This design comes from an exercise in tuning for small area and a short achievable clock period on the open sky130 flow, not from production work.
Where RTL was checked, it was by simulation tests only, not by an equivalence proof against the original.
No activity file was given, so power comes from the tool's default toggle rates.

Setup of v6:
==> flow/design.v <==
package psum_acc_pkg;
  function automatic integer store_width(input integer t_d_size, input integer f_width);
    store_width = t_d_size + $clog2(f_width - 1);
  endfunction
endpackage
module psum_line_buffer #(
  parameter int DEPTH = 32,
  parameter int WIDTH = 39
) (
  input  logic             clk,
  input  logic             i_shift,
  input  logic [WIDTH-1:0] i_wdata,
  output logic [WIDTH-1:0] o_head
);
  logic [WIDTH-1:0] r_mem [DEPTH];
  always_ff @(posedge clk) begin
    if (i_shift) begin
      r_mem[0] <= i_wdata;
      for (int i = 1; i < DEPTH; i++) r_mem[i] <= r_mem[i-1];
    end
  end
  assign o_head = r_mem[DEPTH-1];
endmodule
module psum_accumulator #(
  parameter int T_D_SIZE = 37,
  parameter int O_D_SIZE = 16,
  parameter int F_WIDTH  = 5,
  parameter int LINE_LEN = 32
) (
  input  logic                       clk,
  input  logic                       rst,
  input  logic                       clk_en,
  input  logic [T_D_SIZE-1:0]        psum_i,
  input  logic                       psum_valid_i,
  output logic                       psum_ready_o,
  input  logic [T_D_SIZE-1:0]        bias_i,
  input  logic [4:0]                 shift_i,
  output logic [O_D_SIZE-1:0]        out_data_o,
  output logic                       out_valid_o,
  input  logic                       out_ready_i,
  output logic [$clog2(F_WIDTH)-1:0] pass_o,
  output logic                       row_done_o
);
  localparam int SW = psum_acc_pkg::store_width(T_D_SIZE, F_WIDTH);
  localparam int FW = SW + 1;
  localparam int PW = $clog2(F_WIDTH);
  localparam int CW = (LINE_LEN > 1) ? $clog2(LINE_LEN) : 1;
  localparam logic [CW-1:0] COL_LAST  = CW'(LINE_LEN - 1);
  localparam logic [PW-1:0] PASS_LAST = PW'(F_WIDTH - 1);
  localparam int FB = 3;                    
  localparam int NF = 1 << FB;              
  localparam int UW = O_D_SIZE + NF - 1;    
  localparam int NG = 4;                    
  logic [CW-1:0]       r_col;
  logic [PW-1:0]       r_pass;
  logic                r_first;    
  logic                r_final;    
  logic [UW-1:0]       r_res_u;     
  logic [FB-1:0]       r_res_fine;  
  logic [NG-1:0]       r_res_fits;  
  logic                r_res_neg;   
  logic                r_out_valid;
  logic                r_row_done;
  logic                w_accept;
  logic                w_col_wrap;
  logic [SW-1:0]       w_head;
  logic [FW-1:0]       w_sum;
  assign psum_ready_o = clk_en & ~(r_final & r_out_valid & ~out_ready_i);
  assign w_accept     = psum_valid_i & psum_ready_o;
  assign w_col_wrap   = (r_col == COL_LAST);
  psum_line_buffer #(
    .DEPTH (LINE_LEN),
    .WIDTH (SW)
  ) u_line_buffer (
    .clk     (clk),
    .i_shift (w_accept),
    .i_wdata (w_sum[SW-1:0]),
    .o_head  (w_head)
  );
  logic [FW-1:0] w_head_x;
  logic [FW-1:0] w_psum_x;
  logic [FW-1:0] w_bias_x;
  assign w_head_x = {w_head[SW-1], w_head};
  assign w_psum_x = {{(FW-T_D_SIZE){psum_i[T_D_SIZE-1]}}, psum_i};
  assign w_bias_x = {{(FW-T_D_SIZE){bias_i[T_D_SIZE-1]}}, bias_i};
  logic [FW-1:0] w_head_g;
  logic [FW-1:0] w_bias_g;
  assign w_head_g = r_first ? '0 : w_head_x;
  assign w_bias_g = r_final ? w_bias_x : '0;
  logic [FW-1:0] w_cs_s;
  logic [FW-1:0] w_cs_c;
  assign w_cs_s = w_head_g ^ w_psum_x ^ w_bias_g;
  assign w_cs_c = {(w_head_g[FW-2:0] & w_psum_x[FW-2:0]) |
                   (w_head_g[FW-2:0] & w_bias_g[FW-2:0]) |
                   (w_psum_x[FW-2:0] & w_bias_g[FW-2:0]), 1'b0};
  localparam int LV = $clog2(FW);
  logic [FW-1:0] w_pg_g [LV+1];
  logic [FW-1:0] w_pg_p [LV+1];
  always_comb begin
    w_pg_g[0] = w_cs_s & w_cs_c;
    w_pg_p[0] = w_cs_s ^ w_cs_c;
    for (int l = 0; l < LV; l++) begin
      for (int i = 0; i < FW; i++) begin
        if (i & (1 << l)) begin
          w_pg_g[l+1][i] = w_pg_g[l][i] | (w_pg_p[l][i] & w_pg_g[l][((i >> l) << l) - 1]);
          w_pg_p[l+1][i] = w_pg_p[l][i] & w_pg_p[l][((i >> l) << l) - 1];
        end else begin
          w_pg_g[l+1][i] = w_pg_g[l][i];
          w_pg_p[l+1][i] = w_pg_p[l][i];
        end
      end
    end
  end
  assign w_sum = w_pg_p[0] ^ {w_pg_g[LV][FW-2:0], 1'b0};
  function automatic logic sum_bit(input logic [FW-1:0] v, input integer j);
    sum_bit = (j >= FW) ? v[FW-1] : v[j];
  endfunction
  localparam int NC = 32 / NF;
  logic [NC-1:0] w_co_oh;
  always_comb begin
    for (int k = 0; k < NC; k++) w_co_oh[k] = (shift_i[4:FB] == (5 - FB)'(k));
  end
  logic [UW-1:0] w_u;
  always_comb begin
    for (int i = 0; i < UW; i++) begin
      w_u[i] = 1'b0;
      for (int k = 0; k < NC; k++) w_u[i] = w_u[i] | (w_co_oh[k] & sum_bit(w_sum, i + k * NF));
    end
  end
  logic [FW-2:0] w_top_mask;   
  logic [FW-2:0] w_nb_eq;      
  always_comb begin
    for (int j = 0; j < FW - 1; j++) begin
      w_top_mask[j] = ({27'd0, shift_i} + O_D_SIZE - 1 <= j);
      w_nb_eq[j]    = (w_sum[j] == w_sum[j+1]);
    end
  end
  localparam int NP = FW - O_D_SIZE;        
  localparam int GS = (NP + NG - 1) / NG;   
  logic [FW-2:0] w_pair_ok;
  assign w_pair_ok = w_nb_eq | ~w_top_mask;
  logic [NG-1:0] w_fits_g;
  always_comb begin
    for (int g = 0; g < NG; g++) begin
      w_fits_g[g] = 1'b1;
      for (int j = O_D_SIZE - 1 + g * GS; j < O_D_SIZE - 1 + (g + 1) * GS; j++)
        if (j < FW - 1) w_fits_g[g] = w_fits_g[g] & w_pair_ok[j];
    end
  end
  logic [O_D_SIZE-1:0] w_shl;
  always_comb begin
    for (int i = 0; i < O_D_SIZE; i++) w_shl[i] = r_res_u[i + r_res_fine];
  end
  assign out_data_o = (&r_res_fits) ? w_shl : {r_res_neg, {(O_D_SIZE-1){~r_res_neg}}};
  always_ff @(posedge clk or posedge rst) begin
    if (rst) begin
      r_col       <= '0;
      r_pass      <= '0;
      r_first     <= 1'b1;
      r_final     <= 1'b0;
      r_res_u     <= '0;
      r_res_fine  <= '0;
      r_res_fits  <= '1;
      r_res_neg   <= 1'b0;
      r_out_valid <= 1'b0;
      r_row_done  <= 1'b0;
    end else if (clk_en) begin
      r_row_done <= 1'b0;
      if (r_out_valid && out_ready_i) begin
        r_out_valid <= 1'b0;
      end
      if (w_accept) begin
        r_col <= w_col_wrap ? '0 : r_col + 1'b1;
        if (r_final) begin
          r_res_u     <= w_u;
          r_res_fine  <= shift_i[FB-1:0];
          r_res_fits  <= w_fits_g;
          r_res_neg   <= w_sum[FW-1];
          r_out_valid <= 1'b1;
        end
        if (w_col_wrap) begin
          if (r_final) begin
            r_pass     <= '0;
            r_first    <= 1'b1;
            r_final    <= 1'b0;
            r_row_done <= 1'b1;
          end else begin
            r_pass     <= r_pass + 1'b1;
            r_first    <= 1'b0;
            r_final    <= (r_pass == PASS_LAST - 1'b1);
          end
        end
      end
    end
  end
  assign out_valid_o = r_out_valid;
  assign pass_o      = r_pass;
  assign row_done_o  = r_row_done;
endmodule
Settings: LEC_CHECK=0, ABC_AREA=1, CAP_MARGIN=20, CORE_MARGIN=2, CORE_UTILIZATION=55, SETUP_SLACK_MARGIN=5, SLEW_MARGIN=20, BUFFER_PORTS_ARGS=-buffer_cell sky130_fd_sc_hd__buf_2, CTS_ARGS=-sink_clustering_enable -repair_clock_nets -sink_clustering_size 20 -sink_clustering_max_diameter 40 -buf_list sky130_fd_sc_hd__clkbuf_8 -dont_use_dummy_load; clock period 9.0 ns.
standard.sh (not shown) runs the stock make flow with config.mk's settings and CLKGATE_MAP_FILE= SYNTH_SCRIPT=/design/flow/synth_recipe.tcl, a recipe that flattens the netlist after the stock synthesis.
==> flow/flow/run.sh <==
#!/bin/bash
# Standard ORFS layout, with port buffers built from a plain buffer cell
# instead of the flow's default pick (a slow delay cell).
set -euo pipefail
cat flow/extra.mk >> config.mk
bash standard.sh > standard.log 2>&1
==> flow/flow/extra.mk <==
export BUFFER_PORTS_ARGS = -buffer_cell sky130_fd_sc_hd__buf_2
export CTS_ARGS = -sink_clustering_enable -repair_clock_nets -sink_clustering_size 20 -sink_clustering_max_diameter 40 -buf_list sky130_fd_sc_hd__clkbuf_8 -dont_use_dummy_load
The inputs of v7 differ from those of v6 as listed below.
==> flow/design.v, changed modules only <==
module psum_accumulator #(
  parameter int T_D_SIZE = 37,
  parameter int O_D_SIZE = 16,
  parameter int F_WIDTH  = 5,
  parameter int LINE_LEN = 32
) (
  input  logic                       clk,
  input  logic                       rst,
  input  logic                       clk_en,
  input  logic [T_D_SIZE-1:0]        psum_i,
  input  logic                       psum_valid_i,
  output logic                       psum_ready_o,
  input  logic [T_D_SIZE-1:0]        bias_i,
  input  logic [4:0]                 shift_i,
  output logic [O_D_SIZE-1:0]        out_data_o,
  output logic                       out_valid_o,
  input  logic                       out_ready_i,
  output logic [$clog2(F_WIDTH)-1:0] pass_o,
  output logic                       row_done_o
);
  localparam int SW = psum_acc_pkg::store_width(T_D_SIZE, F_WIDTH);
  localparam int FW = SW + 1;
  localparam int PW = $clog2(F_WIDTH);
  localparam int CW = (LINE_LEN > 1) ? $clog2(LINE_LEN) : 1;
  localparam logic [CW-1:0] COL_LAST  = CW'(LINE_LEN - 1);
  localparam logic [PW-1:0] PASS_LAST = PW'(F_WIDTH - 1);
  localparam int FB = 3;                    
  localparam int NF = 1 << FB;              
  localparam int UW = O_D_SIZE + NF - 1;    
  logic [CW-1:0]       r_col;
  logic [PW-1:0]       r_pass;
  logic                r_first;    
  logic                r_final;    
  logic [UW-1:0]       r_res_u;     
  logic [FB-1:0]       r_res_fine;  
  logic                r_res_fits;  
  logic                r_res_neg;   
  logic                r_out_valid;
  logic                r_row_done;
  logic                w_accept;
  logic                w_col_wrap;
  logic [SW-1:0]       w_head;
  logic [FW-1:0]       w_sum;
  assign psum_ready_o = clk_en & ~(r_final & r_out_valid & ~out_ready_i);
  assign w_accept     = psum_valid_i & psum_ready_o;
  assign w_col_wrap   = (r_col == COL_LAST);
  psum_line_buffer #(
    .DEPTH (LINE_LEN),
    .WIDTH (SW)
  ) u_line_buffer (
    .clk     (clk),
    .i_shift (w_accept),
    .i_wdata (w_sum[SW-1:0]),
    .o_head  (w_head)
  );
  logic [FW-1:0] w_head_x;
  logic [FW-1:0] w_psum_x;
  logic [FW-1:0] w_bias_x;
  assign w_head_x = {w_head[SW-1], w_head};
  assign w_psum_x = {{(FW-T_D_SIZE){psum_i[T_D_SIZE-1]}}, psum_i};
  assign w_bias_x = {{(FW-T_D_SIZE){bias_i[T_D_SIZE-1]}}, bias_i};
  logic [FW-1:0] w_head_g;
  logic [FW-1:0] w_bias_g;
  assign w_head_g = r_first ? '0 : w_head_x;
  assign w_bias_g = r_final ? w_bias_x : '0;
  logic [FW-1:0] w_cs_s;
  logic [FW-1:0] w_cs_c;
  assign w_cs_s = w_head_g ^ w_psum_x ^ w_bias_g;
  assign w_cs_c = {(w_head_g[FW-2:0] & w_psum_x[FW-2:0]) |
                   (w_head_g[FW-2:0] & w_bias_g[FW-2:0]) |
                   (w_psum_x[FW-2:0] & w_bias_g[FW-2:0]), 1'b0};
  assign w_sum  = w_cs_s + w_cs_c;
  function automatic logic sum_bit(input logic [FW-1:0] v, input integer j);
    sum_bit = (j >= FW) ? v[FW-1] : v[j];
  endfunction
  localparam int NC = 32 / NF;
  logic [NC-1:0] w_co_oh;
  always_comb begin
    for (int k = 0; k < NC; k++) w_co_oh[k] = (shift_i[4:FB] == (5 - FB)'(k));
  end
  logic [UW-1:0] w_u;
  always_comb begin
    for (int i = 0; i < UW; i++) begin
      w_u[i] = 1'b0;
      for (int k = 0; k < NC; k++) w_u[i] = w_u[i] | (w_co_oh[k] & sum_bit(w_sum, i + k * NF));
    end
  end
  logic [FW-2:0] w_top_mask;   
  logic [FW-2:0] w_nb_eq;      
  always_comb begin
    for (int j = 0; j < FW - 1; j++) begin
      w_top_mask[j] = ({27'd0, shift_i} + O_D_SIZE - 1 <= j);
      w_nb_eq[j]    = (w_sum[j] == w_sum[j+1]);
    end
  end
  logic w_fits;
  assign w_fits = &(w_nb_eq | ~w_top_mask);
  logic [O_D_SIZE-1:0] w_shl;
  always_comb begin
    for (int i = 0; i < O_D_SIZE; i++) w_shl[i] = r_res_u[i + r_res_fine];
  end
  assign out_data_o = r_res_fits ? w_shl : {r_res_neg, {(O_D_SIZE-1){~r_res_neg}}};
  always_ff @(posedge clk or posedge rst) begin
    if (rst) begin
      r_col       <= '0;
      r_pass      <= '0;
      r_first     <= 1'b1;
      r_final     <= 1'b0;
      r_res_u     <= '0;
      r_res_fine  <= '0;
      r_res_fits  <= 1'b1;
      r_res_neg   <= 1'b0;
      r_out_valid <= 1'b0;
      r_row_done  <= 1'b0;
    end else if (clk_en) begin
      r_row_done <= 1'b0;
      if (r_out_valid && out_ready_i) begin
        r_out_valid <= 1'b0;
      end
      if (w_accept) begin
        r_col <= w_col_wrap ? '0 : r_col + 1'b1;
        if (r_final) begin
          r_res_u     <= w_u;
          r_res_fine  <= shift_i[FB-1:0];
          r_res_fits  <= w_fits;
          r_res_neg   <= w_sum[FW-1];
          r_out_valid <= 1'b1;
        end
        if (w_col_wrap) begin
          if (r_final) begin
            r_pass     <= '0;
            r_first    <= 1'b1;
            r_final    <= 1'b0;
            r_row_done <= 1'b1;
          end else begin
            r_pass     <= r_pass + 1'b1;
            r_first    <= 1'b0;
            r_final    <= (r_pass == PASS_LAST - 1'b1);
          end
        end
      end
    end
  end
  assign out_valid_o = r_out_valid;
  assign pass_o      = r_pass;
  assign row_done_o  = r_row_done;
endmodule
v7 finished every step from synthesis to the final layout, and the layout passed the timing, design-rule and antenna checks. | sequential cell count | v7 vs v6 | ≈ equal |. v6 vs v7, critical path launch point: r_res_fine[0] vs psum_i[1]. Against v6 as the reference, v7 delivers a higher final area. Timing endpoint of the critical path = out_data_o[15]: v6; timing endpoint of the critical path = r_res_fits: v7. v7 vs v6: maximum achievable frequency down. Looking at overall power after layout across v7 and v6, the one that comes out lower is v6. Between v6 and v7, the flow reports leakage power increasing by a few percent. Row core utilization: v7 lower / v6 higher. Fraction of met1 tracks used by global routing was higher in v7 than in v6.
No functional check of the RTL was part of v6.

afterwards: timing with drivers on the ports:
No port has a modelled driver above. Below, the same layouts with a new extraction and two added sets of constraints.
Step 1, drivers: a clkbuf_16 drives clk and a buf_2 each remaining input, both assumed.
Step 2 adds t to the input delays and takes it off the output delays; t is the mean of the earliest and latest rising clock arrival at the registers after step 1. Input paths then give back, and output paths get back, about the clock's delay inside the block.
Slacks: no drivers / after step 1 / after step 2; pairs: no drivers / after step 1.
| run | t (ns) | setup slack, ns | clock arrival spread, ns |
|---|---|---|---|
| v6 | 0.807 | 4.899 / 4.839 / 4.118 | 0.102 / 0.102 |
| v7 | 0.832 | 4.870 / 4.898 / 4.074 | 0.109 / 0.108 |
After both steps every run listed still meets setup and hold. The setup slack of v7, which loses most, moves by +0.028 ns with the drivers and by -0.796 ns with both steps.
